This is an optimization exercise on Yosys and OpenROAD, whose aim is small area, a short achievable clock period and few clock cycles per item, not a production implementation.
Where RTL was checked, it was by simulation tests only, not by an equivalence proof against the original.

## audio_spike_detector
module audio_spike_detector
(
  input  wire logic        clk_i,
  input  wire logic        rst_ni,
  input  wire logic        cfg_we_i,
  input  wire logic [1:0]  cfg_idx_i,
  input  wire logic [15:0] cfg_data_i,
  input  wire logic        s_axis_tvalid,
  output logic             s_axis_tready,
  input  wire logic [23:0] s_axis_tdata,
  output logic             m_axis_tvalid,
  input  wire logic        m_axis_tready,
  output logic [15:0]      m_axis_tdata,
  output logic             m_axis_tuser
);
  localparam int DivBits = 3;                
  localparam int DivCyc  = 12 / DivBits;     
  localparam int PhBits  = $clog2(DivCyc + 2);
  logic [15:0] hold_q, lper_q;
  logic [9:0]  frac_q;
  logic [6:0]  pavg_q;
  logic        v2_q;       
  logic        dv2_q;      
  logic [11:0] smp2_q;
  logic [7:0]  dt2_q;
  logic [15:0] htmr_q, ptmr_q;
  logic [11:0] peak_q;
  logic [18:0] sum_q;      
  logic [6:0]  cnt_q;      
  logic [11:0] avg_q;
  logic [22:0] prod_q;     
  logic [PhBits-1:0] ph_q;
  logic              mul_q;    
  logic              mreq_q;   
  logic ov0_q, ov1_q;
  logic os0_q, os1_q;
  logic spkd_q;                
  logic pop, push, push_spk, s2_fire, acc_ok, acc, drained;
  logic run_last, div_last, adv;
  assign pop      = ov0_q && m_axis_tready;
  assign drained  = !ov0_q || (!ov1_q && m_axis_tready);
  assign run_last = (ph_q == PhBits'(DivCyc + 1));
  assign div_last = !mul_q && (ph_q == PhBits'(DivCyc));
  assign adv      = (ph_q != '0) && (!div_last || drained);
  ...
export LEC_CHECK = 0
export ABC_AREA = 1
export CAP_MARGIN = 20
export CORE_MARGIN = 2
export CORE_UTILIZATION = 40
export SETUP_SLACK_MARGIN = 2.9
export SLEW_MARGIN = 20
create_clock -name core_clock -period 6.5 [get_ports {clk_i}]
standard.sh (not shown) runs the stock make flow with config.mk's settings and CLKGATE_MAP_FILE= SYNTH_SCRIPT=/design/flow/synth_recipe.tcl, a recipe that flattens the netlist after the stock synthesis.
==> flow/flow/run.sh <==
#!/bin/bash
# Standard layout, with the adders left to ABC instead of the platform's full/half adder cells.
set -euo pipefail
bash standard.sh ADDER_MAP_FILE= finish > make_finish.log 2>&1
Then changed:
--- a/flow/design.v
+++ b/flow/design.v
@@ -91,47 +91,53 @@
   assign div_last = !mul_q && (ph_q == PhBits'(DivCyc));
   assign adv      = (ph_q != '0) && (!div_last || drained);
   assign s2_fire  = v2_q && (dv2_q || (ph_q == '0 && !mreq_q && !ov1_q));
   assign acc_ok   = !mreq_q && (ph_q == '0 || run_last) && (!v2_q || s2_fire);
   assign s_axis_tready = acc_ok;
   assign acc      = s_axis_tvalid && acc_ok;
   logic [11:0] smp;
   logic [7:0]  dt;
   logic [16:0] p_left;
   logic        per_end, div_now, gt;
   logic [15:0] p_add;
+  logic [8:0]  p_lo;
+  logic [12:0] s_lo;
   logic [11:0] peak_new;
   logic [18:0] sum_a, sum_b, sum_new;
   logic [6:0]  cnt_inc;
   always_comb begin
     smp      = s_axis_tdata[11:0];
     dt       = s_axis_tdata[19:12];
     p_left   = {1'b0, lper_q} - {1'b0, ptmr_q};
     per_end  = p_left[16] || (p_left[15:8] == 8'd0 && dt >= p_left[7:0]);
-    p_add    = ptmr_q + {8'b0, dt};
+    p_lo     = {1'b0, ptmr_q[7:0]} + {1'b0, dt};
+    p_add    = {p_lo[8] ? ptmr_q[15:8] + 8'd1 : ptmr_q[15:8], p_lo[7:0]};
     gt       = (smp > peak_q);
     peak_new = gt ? smp : peak_q;
     sum_a    = sum_q + {7'b0, peak_q};
-    sum_b    = sum_q + {7'b0, smp};
+    s_lo     = {1'b0, sum_q[11:0]} + {1'b0, smp};
+    sum_b    = {s_lo[12] ? sum_q[18:12] + 7'd1 : sum_q[18:12], s_lo[11:0]};
     sum_new  = gt ? sum_b : sum_a;
     cnt_inc  = cnt_q + 7'd1;
     div_now  = per_end && (cnt_inc >= pavg_q);
   end
   logic [16:0] h_left, h_add;
+  logic [8:0]  h_lo;
   logic [15:0] h_sat;
   logic        hgt, spike;
   always_comb begin
     h_left = {1'b0, hold_q} - {1'b0, htmr_q};
     hgt    = (hold_q != 16'hFFFF) &&
              (h_left[16] || (h_left[15:8] == 8'd0 && dt2_q > h_left[7:0]));
-    h_add  = {1'b0, htmr_q} + {9'b0, dt2_q};
+    h_lo   = {1'b0, htmr_q[7:0]} + {1'b0, dt2_q};
+    h_add  = {h_lo[8] ? {1'b0, htmr_q[15:8]} + 9'd1 : {1'b0, htmr_q[15:8]}, h_lo[7:0]};
     h_sat  = h_add[16] ? 16'hFFFF : h_add[15:0];
     spike  = hgt && ({3'b0, smp2_q} > prod_q[22:8]);
   end
   logic [6:0]         rem;
   logic [8:0]         t, d1, d2, d3;
   logic [9:0]         e1, e2, e3;
   logic               c1, c2, c3;
   logic [7:0]         t2;
   logic [8:0]         f1;
   logic [DivBits-1:0] qd;
   logic [18:0]        sum_div;
- The new run passed the timing, DRC and antenna checks
- cell area is lower by 1.8%
- via count is lower by 0.37%
- non-clock buffer count is lower by 2
- die area is higher by 0.90%
Testbench counts after the change, summed over its fixed seeds: cycles 12,031, items 8,000.
The RTL of the first run of this note was laid out without a check of its function.

Starting RTL as in the previous note.
clock: 6.5 ns
lec_check: 0
abc_area: 1
cap_margin: 20
core_margin: 2
core_utilization: 40
setup_slack_margin: 2.5
slew_margin: 20
Scripts as last shown in full above: flow/flow/run.sh
The starting point ran to the end with no violations.
Then changed:
--- a/flow/design.v
+++ b/flow/design.v
@@ -55,19 +55,20 @@
   input  wire logic [15:0] cfg_data_i,
   input  wire logic        s_axis_tvalid,
   output logic             s_axis_tready,
   input  wire logic [23:0] s_axis_tdata,
   output logic             m_axis_tvalid,
   input  wire logic        m_axis_tready,
   output logic [15:0]      m_axis_tdata,
   output logic             m_axis_tuser
 );
-  localparam int DivBits = 3;                
+  localparam int R4Steps = 2;                
+  localparam int DivBits = 2 * R4Steps;      
   localparam int DivCyc  = 12 / DivBits;     
   localparam int PhBits  = $clog2(DivCyc + 2);
   logic [15:0] hold_q, lper_q;
   logic [9:0]  frac_q;
   logic [6:0]  pavg_q;
   logic        v2_q;       
   logic        dv2_q;      
   logic [11:0] smp2_q;
   logic [7:0]  dt2_q;
@@ -125,53 +126,54 @@
              (h_left[16] || (h_left[15:8] == 8'd0 && dt2_q > h_left[7:0]));
     h_add  = {1'b0, htmr_q} + {9'b0, dt2_q};
     h_sat  = h_add[16] ? 16'hFFFF : h_add[15:0];
     spike  = hgt && ({3'b0, smp2_q} > prod_q[22:8]);
   end
   logic [6:0]         rem;
   logic [8:0]         t, d1, d2, d3;
   logic [9:0]         e1, e2, e3;
   logic               c1, c2, c3;
-  logic [7:0]         t2;
-  logic [8:0]         f1;
   logic [DivBits-1:0] qd;
   logic [18:0]        sum_div;
   always_comb begin
     d1  = {2'b0, cnt_q};
     d2  = {1'b0, cnt_q, 1'b0};
     d3  = d1 + d2;
     rem = sum_q[18:12];
-    t   = {rem, sum_q[11:10]};
-    e1  = {1'b0, t} - {1'b0, d1};
-    e2  = {1'b0, t} - {1'b0, d2};
-    e3  = {1'b0, t} - {1'b0, d3};
-    c1  = !e1[9];
-    c2  = !e2[9];
-    c3  = !e3[9];
-    qd[2:1] = {c2, c3 || (c1 && !c2)};
-    rem = c3 ? e3[6:0] : c2 ? e2[6:0] : c1 ? e1[6:0] : t[6:0];
-    t2  = {rem, sum_q[9]};
-    f1  = {1'b0, t2} - {2'b0, cnt_q};
-    qd[0] = !f1[8];
-    rem = qd[0] ? f1[6:0] : t2[6:0];
+    for (int j = R4Steps - 1; j >= 0; j--) begin
+      t  = {rem, sum_q[12 - DivBits + 2*j +: 2]};
+      e1 = {1'b0, t} - {1'b0, d1};
+      e2 = {1'b0, t} - {1'b0, d2};
+      e3 = {1'b0, t} - {1'b0, d3};
+      c1 = !e1[9];
+      c2 = !e2[9];
+      c3 = !e3[9];
+      qd[2*j +: 2] = {c2, c3 || (c1 && !c2)};
+      rem = c3 ? e3[6:0] : c2 ? e2[6:0] : c1 ? e1[6:0] : t[6:0];
+    end
     sum_div = {rem, sum_q[11-DivBits:0], qd};
   end
   logic [DivBits-1:0] hdig;
   logic [10:0]        mult;
   logic [PhBits-1:0]  didx;
+  logic [14:0]        hprod;
   always_comb begin
     mult = 11'd256 + {1'b0, frac_q};
     didx = ph_q - PhBits'(2);
     hdig = '0;
     for (int k = 0; k < DivCyc; k++) begin
       if (didx == PhBits'(k)) hdig = avg_q[12 - DivBits*k - 1 -: DivBits];
     end
     if (!mul_q && !run_last) hdig = sum_q[DivBits-1:0];
+    hprod = '0;
+    for (int k = 0; k < DivBits; k++) begin
+      if (hdig[k]) hprod = hprod + (15'(mult) << k);
+    end
   end
   always_ff @(posedge clk_i or negedge rst_ni) begin
     if (!rst_ni) begin
       hold_q <= 16'd100;
       frac_q <= 10'd77;
       lper_q <= 16'd50;
       pavg_q <= 7'd20;
     end else if (cfg_we_i) begin
       case (cfg_idx_i)
@@ -257,16 +259,16 @@
         os0_q <= push_spk;
       end
     end else if (push) begin
       if (!ov0_q) os0_q <= push_spk;
       else        os1_q <= push_spk;
     end else if (pop) begin
       os0_q <= os1_q;
     end
     if (ph_q == PhBits'(1)) prod_q <= '0;
-    if (adv && ph_q >= PhBits'(2)) prod_q <= (prod_q << DivBits) + 23'(hdig) * 23'(mult);
+    if (adv && ph_q >= PhBits'(2)) prod_q <= (prod_q << DivBits) + 23'(hprod);
   end
   assign m_axis_tvalid = ov0_q;
   assign m_axis_tuser  = os0_q;
   assign m_axis_tdata  = {4'b0, avg_q};
 endmodule
 `default_nettype wire
=>
- hold slack hardly moves
- critical path depth climbs by 25
- non-clock buffer count is higher by 248
- flip-flop and latch count stays the same
- fmax drops by about a fifth
- setup slack gets worse by 0.76 ns
No functional check of the RTL was part of any run of this note.

Setup of main:
The RTL this note starts from:
==> flow/design.v <==
`default_nettype none
package asd_pkg;
  localparam int SampleBits  = 12;
  localparam int ElapsedBits = 8;
  localparam int TimerBits   = 16;
  localparam int SumBits     = 19;
  localparam int CountBits   = 7;
  localparam int FracBits    = 10;
  localparam int CfgIdxBits  = 2;
  localparam int CfgDataBits = 16;
  localparam int InDataBits  = ((SampleBits + ElapsedBits + 7) / 8) * 8;
  localparam int OutDataBits = ((SampleBits + 7) / 8) * 8;
  localparam int ProdBits    = SampleBits + FracBits;
  localparam int ThrBits     = ProdBits - 8 + 1;
  localparam int JobBits     = 1 + 1 + SumBits + CountBits;
  localparam int QDepth      = 2;
  localparam int QPtrBits    = $clog2(QDepth);
  localparam int QCntBits    = $clog2(QDepth + 1);
  localparam int DivSteps    = SumBits;
  localparam int DivCntBits  = $clog2(DivSteps);
  localparam logic [SampleBits-1:0]  AvgReset      = SampleBits'(2048);
  localparam logic [TimerBits-1:0]   HoldoffReset  = TimerBits'(100);
  localparam logic [FracBits-1:0]    FracReset     = FracBits'(77);
  localparam logic [TimerBits-1:0]   LogPerReset   = TimerBits'(50);
  localparam logic [CountBits-1:0]   PerAvgReset   = CountBits'(20);
  typedef enum logic [CfgIdxBits-1:0] {
    CFG_HOLDOFF  = 2'd0,
    CFG_FRACTION = 2'd1,
    CFG_LOG_PER  = 2'd2,
    CFG_PER_AVG  = 2'd3
  } cfg_idx_e;
  typedef struct packed {
    logic                 spike;
    logic                 div;
    logic [SumBits-1:0]   sum;
    logic [CountBits-1:0] divisor;
  } job_t;
  typedef struct packed {
    logic                  upd;
    logic [SampleBits-1:0] level;
  } avg_t;
  typedef struct packed {
    logic push;
    logic pending;
  } front_stat_t;
endpackage
`default_nettype wire
`default_nettype none
module audio_spike_detector
(
  input  wire logic        clk_i,
  input  wire logic        rst_ni,
  input  wire logic        cfg_we_i,
  input  wire logic [1:0]  cfg_idx_i,
  input  wire logic [15:0] cfg_data_i,
  input  wire logic        s_axis_tvalid,
  output logic             s_axis_tready,
  input  wire logic [23:0] s_axis_tdata,
  output logic             m_axis_tvalid,
  input  wire logic        m_axis_tready,
  output logic [15:0]      m_axis_tdata,
  output logic             m_axis_tuser
);
  localparam int DivBits = 3;                
  localparam int DivCyc  = 12 / DivBits;     
  localparam int PhBits  = $clog2(DivCyc + 2);
  logic [15:0] hold_q, lper_q;
  logic [9:0]  frac_q;
  logic [6:0]  pavg_q;
  logic        v2_q;       
  logic        dv2_q;      
  logic [11:0] smp2_q;
  logic [7:0]  dt2_q;
  logic [15:0] htmr_q, ptmr_q;
  logic [11:0] peak_q;
  logic [18:0] sum_q;      
  logic [6:0]  cnt_q;      
  logic [11:0] avg_q;
  logic [22:0] prod_q;     
  logic [PhBits-1:0] ph_q;
  logic              mul_q;    
  logic              mreq_q;   
  logic [2:0] ov_q;
  logic [2:0] os_q;
  logic [2:0] ov_d, os_d;
  logic spkd_q;                
  logic pop, push, push_spk, s2_fire, acc_ok, acc, drained;
  logic run_last, div_last, adv;
  assign pop      = ov_q[0] && m_axis_tready;
  assign drained  = !ov_q[0] || (!ov_q[1] && m_axis_tready);
  assign run_last = (ph_q == PhBits'(DivCyc + 1));
  assign div_last = !mul_q && (ph_q == PhBits'(DivCyc));
  assign adv      = (ph_q != '0) && (!div_last || drained);
  assign s2_fire  = v2_q;
  assign acc_ok   = !mreq_q && (ph_q == '0 || run_last) && !ov_q[2] &&
                    !(ov_q[1] && v2_q && !dv2_q);
  assign s_axis_tready = acc_ok;
  assign acc      = s_axis_tvalid && acc_ok;
  logic [11:0] smp;
  logic [7:0]  dt;
  logic [16:0] p_left;
  logic        per_end, div_now, gt;
  logic [15:0] p_add;
  logic [8:0]  p_lo;
  logic [12:0] s_lo;
  logic [11:0] peak_new;
  logic [18:0] sum_a, sum_b, sum_new;
  logic [6:0]  cnt_inc;
  always_comb begin
    smp      = s_axis_tdata[11:0];
    dt       = s_axis_tdata[19:12];
    p_left   = {1'b0, lper_q} - {1'b0, ptmr_q};
    per_end  = p_left[16] || (p_left[15:8] == 8'd0 && dt >= p_left[7:0]);
    p_lo     = {1'b0, ptmr_q[7:0]} + {1'b0, dt};
    p_add    = {p_lo[8] ? ptmr_q[15:8] + 8'd1 : ptmr_q[15:8], p_lo[7:0]};
    gt       = (smp > peak_q);
    peak_new = gt ? smp : peak_q;
    sum_a    = sum_q + {7'b0, peak_q};
    s_lo     = {1'b0, sum_q[11:0]} + {1'b0, smp};
    sum_b    = {s_lo[12] ? sum_q[18:12] + 7'd1 : sum_q[18:12], s_lo[11:0]};
    sum_new  = gt ? sum_b : sum_a;
    cnt_inc  = cnt_q + 7'd1;
    div_now  = per_end && (cnt_inc >= pavg_q);
  end
  logic [16:0] h_add;
  logic [8:0]  h_lo;
  logic [15:0] h_sat;
  logic        hgt, spike;
  always_comb begin
    h_lo   = {1'b0, htmr_q[7:0]} + {1'b0, dt2_q};
    h_add  = {h_lo[8] ? {1'b0, htmr_q[15:8]} + 9'd1 : {1'b0, htmr_q[15:8]}, h_lo[7:0]};
    h_sat  = h_add[16] ? 16'hFFFF : h_add[15:0];
    hgt    = (h_sat > hold_q);
    spike  = hgt && ({3'b0, smp2_q} > prod_q[22:8]);
  end
  logic [6:0]         rem;
  logic [8:0]         t, d1, d2, d3;
  logic [9:0]         e1, e2, e3;
  logic               c1, c2, c3;
  logic [7:0]         t2;
  logic [8:0]         f1;
  logic [DivBits-1:0] qd;
  logic [18:0]        sum_div;
  always_comb begin
    d1  = {2'b0, cnt_q};
    d2  = {1'b0, cnt_q, 1'b0};
    d3  = d1 + d2;
    rem = sum_q[18:12];
    t   = {rem, sum_q[11:10]};
    e1  = {1'b0, t} - {1'b0, d1};
    e2  = {1'b0, t} - {1'b0, d2};
    e3  = {1'b0, t} - {1'b0, d3};
    c1  = !e1[9];
    c2  = !e2[9];
    c3  = !e3[9];
    qd[2:1] = {c2, c3 || (c1 && !c2)};
    rem = c3 ? e3[6:0] : c2 ? e2[6:0] : c1 ? e1[6:0] : t[6:0];
    t2  = {rem, sum_q[9]};
    f1  = {1'b0, t2} - {2'b0, cnt_q};
    qd[0] = !f1[8];
    rem = qd[0] ? f1[6:0] : t2[6:0];
    sum_div = {rem, sum_q[11-DivBits:0], qd};
  end
  logic [DivBits-1:0] hdig;
  logic [10:0]        mult;
  logic [PhBits-1:0]  didx;
  always_comb begin
    mult = 11'd256 + {1'b0, frac_q};
    didx = ph_q - PhBits'(2);
    hdig = '0;
    for (int k = 0; k < DivCyc; k++) begin
      if (didx == PhBits'(k)) hdig = avg_q[12 - DivBits*k - 1 -: DivBits];
    end
    if (!mul_q && !run_last) hdig = sum_q[DivBits-1:0];
  end
  always_ff @(posedge clk_i or negedge rst_ni) begin
    if (!rst_ni) begin
      hold_q <= 16'd100;
      frac_q <= 10'd77;
      lper_q <= 16'd50;
      pavg_q <= 7'd20;
    end else if (cfg_we_i) begin
      case (cfg_idx_i)
        2'd0: hold_q <= cfg_data_i;
        2'd1: frac_q <= cfg_data_i[9:0];
        2'd2: lper_q <= cfg_data_i;
        default: pavg_q <= cfg_data_i[6:0];
      endcase
    end
  end
  assign push     = (s2_fire && !dv2_q) || (adv && div_last);
  assign push_spk = div_last ? spkd_q : spike;
  always_comb begin
    ov_d = ov_q;
    os_d = os_q;
    if (pop) begin
      ov_d = {1'b0, ov_d[2:1]};
      os_d = {1'b0, os_d[2:1]};
    end
    if (push) begin
      if (!ov_d[0]) begin
        ov_d[0] = 1'b1;
        os_d[0] = push_spk;
      end else if (!ov_d[1]) begin
        ov_d[1] = 1'b1;
        os_d[1] = push_spk;
      end else begin
        ov_d[2] = 1'b1;
        os_d[2] = push_spk;
      end
    end
  end
  always_ff @(posedge clk_i or negedge rst_ni) begin
    if (!rst_ni) begin
      v2_q    <= 1'b0;
      dv2_q   <= 1'b0;
      htmr_q  <= '0;
      ptmr_q  <= '0;
      peak_q  <= '0;
      sum_q   <= '0;
      cnt_q   <= '0;
      avg_q   <= 12'd2048;
      ph_q    <= '0;
      mul_q   <= 1'b0;
      mreq_q  <= 1'b1;
      ov_q    <= '0;
    end else begin
      v2_q  <= acc;
      dv2_q <= acc && div_now;
      if (acc) begin
        ptmr_q <= per_end ? '0 : p_add;
        peak_q <= per_end ? '0 : peak_new;
        if (per_end) begin
          sum_q <= sum_new;
          cnt_q <= cnt_inc;
        end
      end else if (adv && div_last) begin
        sum_q <= '0;
        cnt_q <= '0;
        avg_q <= sum_div[11:0];
      end else if (adv && !mul_q && !run_last) begin
        sum_q <= sum_div;
      end
      if (s2_fire) htmr_q <= spike ? '0 : h_sat;
      if (acc && div_now) begin
        ph_q  <= PhBits'(1);
      end else if (ph_q == '0 && mreq_q) begin
        ph_q  <= PhBits'(1);
      end else if (run_last) begin
        ph_q  <= '0;
      end else if (adv) begin
        ph_q  <= ph_q + PhBits'(1);
      end
      if (ph_q == '0 && mreq_q) mul_q <= 1'b1;
      else if (run_last)        mul_q <= 1'b0;
      if (cfg_we_i && cfg_idx_i == 2'd1) mreq_q <= 1'b1;
      else if (ph_q == '0)               mreq_q <= 1'b0;
      ov_q <= ov_d;
    end
  end
  always_ff @(posedge clk_i) begin
    smp2_q <= smp;
    dt2_q  <= dt;
    if (s2_fire && dv2_q) spkd_q <= spike;
    os_q <= os_d;
    if (ph_q == PhBits'(1)) prod_q <= '0;
    if (adv && ph_q >= PhBits'(2)) prod_q <= (prod_q << DivBits) + 23'(hdig) * 23'(mult);
  end
  assign m_axis_tvalid = ov_q[0];
  assign m_axis_tuser  = os_q[0];
  assign m_axis_tdata  = {4'b0, avg_q};
endmodule
`default_nettype wire
==> flow/config.mk <==
export PLATFORM = sky130hd
export DESIGN_NAME = audio_spike_detector
export DESIGN_NICKNAME = audio_spike_detector
export VERILOG_FILES = /design/flow/design.v
export SDC_FILE = /design/flow/constraint.sdc
export NUM_CORES = 4
export LEC_CHECK = 0
export ABC_AREA = 1
export CAP_MARGIN = 20
export CORE_MARGIN = 2
export CORE_UTILIZATION = 40
export SETUP_SLACK_MARGIN = 2.9
export SLEW_MARGIN = 20
==> flow/constraint.sdc <==
create_clock -name core_clock -period 6.5 [get_ports {clk_i}]
set_input_delay 1.3000 -clock core_clock [delete_from_list [all_inputs] [get_ports {clk_i}]]
set_output_delay 1.3000 -clock core_clock [all_outputs]
set_load 0.01 [all_outputs]
==> flow/flow/run.sh <==
#!/bin/bash
# Standard layout, with the adders left to ABC instead of the platform's full/half adder cells,
# and the port buffers made from buf_2 cells.
set -euo pipefail
export BUFFER_PORTS_ARGS="-buffer_cell sky130_fd_sc_hd__buf_2"
bash standard.sh ADDER_MAP_FILE= "BUFFER_PORTS_ARGS=-buffer_cell sky130_fd_sc_hd__buf_2" finish > make_finish.log 2>&1
Testbench counts of main, summed over its fixed seeds: cycles 12,031, items 8,000.
Setup changes, main to the feature branch
diff --git a/flow/design.v b/flow/design.v
--- a/flow/design.v
+++ b/flow/design.v
@@ -122,15 +122,17 @@
     cnt_inc  = cnt_q + 7'd1;
     div_now  = per_end && (cnt_inc >= pavg_q);
   end
-  logic [16:0] h_add;
+  logic [16:0] h_left, h_add;
   logic [8:0]  h_lo;
   logic [15:0] h_sat;
   logic        hgt, spike;
   always_comb begin
+    h_left = {1'b0, hold_q} - {1'b0, htmr_q};
+    hgt    = (hold_q != 16'hFFFF) &&
+             (h_left[16] || (h_left[15:8] == 8'd0 && dt2_q > h_left[7:0]));
     h_lo   = {1'b0, htmr_q[7:0]} + {1'b0, dt2_q};
     h_add  = {h_lo[8] ? {1'b0, htmr_q[15:8]} + 9'd1 : {1'b0, htmr_q[15:8]}, h_lo[7:0]};
     h_sat  = h_add[16] ? 16'hFFFF : h_add[15:0];
-    hgt    = (h_sat > hold_q);
     spike  = hgt && ({3'b0, smp2_q} > prod_q[22:8]);
   end
   logic [6:0]         rem;
--- outcome ---
- Fraction of synthesized cell area in xor and xnor cells (higher): the feature branch
- Number of inverters outside the clock class in the layout: higher on the feature branch
- For the wire length of the first global-routing pass, the feature branch came in 3500 um higher than main did.
- Between the feature branch and main, the final area is higher for the feature branch.
- Clock-buffer cell count in the feature branch vs main: down 1
- The feature branch vs. main: routed wire length increased by 2300 um relative to the old numbers, final number of setup-violating endpoints has remained practically unchanged, met1 global-route usage increased 0.92 points, core outline area went up.
- Summary of the comparison: final worst setup slack is higher in the feature branch, relative to main.
- When the feature branch is measured against main, its share of cell area taken by flip-flops and latches turns out 0.69 points lower.
Testbench counts of the feature branch, summed over its fixed seeds: cycles 12,031, items 8,000.

## port drivers added, routing unchanged
Ports are ideal in the flow. The routed layouts listed here were re-timed in OpenROAD.
Step 1 sets driving cells, clkbuf_16 on the clock port and buf_2 on the other inputs (assumed; they add their load-dependent delay and slew).
Step 2 times the ports against the registers' clock, not the clock port: input delays grow and output delays shrink by t, the midpoint of the rising clock arrivals with the driver on.
Three values: ideal, step 1, step 2; two values: the first two.
| run | t, ns | slack for setup (ns) | latest minus earliest clock arrival (ns) | cell pins on the clock port's net |
|---|---|---|---|---|
| the first run of note 1 | 0.495 | 3.010 / 3.004 / 2.508 | 0.013 / 0.013 | 1 |
| the second run of note 1 | 0.500 | 3.106 / 3.077 / 2.638 | 0.017 / 0.017 | 1 |
| the first run of note 2 | 0.495 | 2.696 / 2.647 / 2.294 | 0.013 / 0.013 | 1 |
| the second run of note 2 | 0.502 | 1.934 / 1.941 / 1.440 | 0.014 / 0.013 | 1 |
| main | 0.497 | 3.078 / 3.109 / 2.611 | 0.017 / 0.017 | 1 |
| the feature branch | 0.512 | 3.144 / 3.144 / 2.713 | 0.023 / 0.023 | 1 |
After both steps every run listed still meets setup and hold. The setup slack of the first run of note 1, which loses most, moves by -0.006 ns with the drivers and by -0.502 ns with both steps.
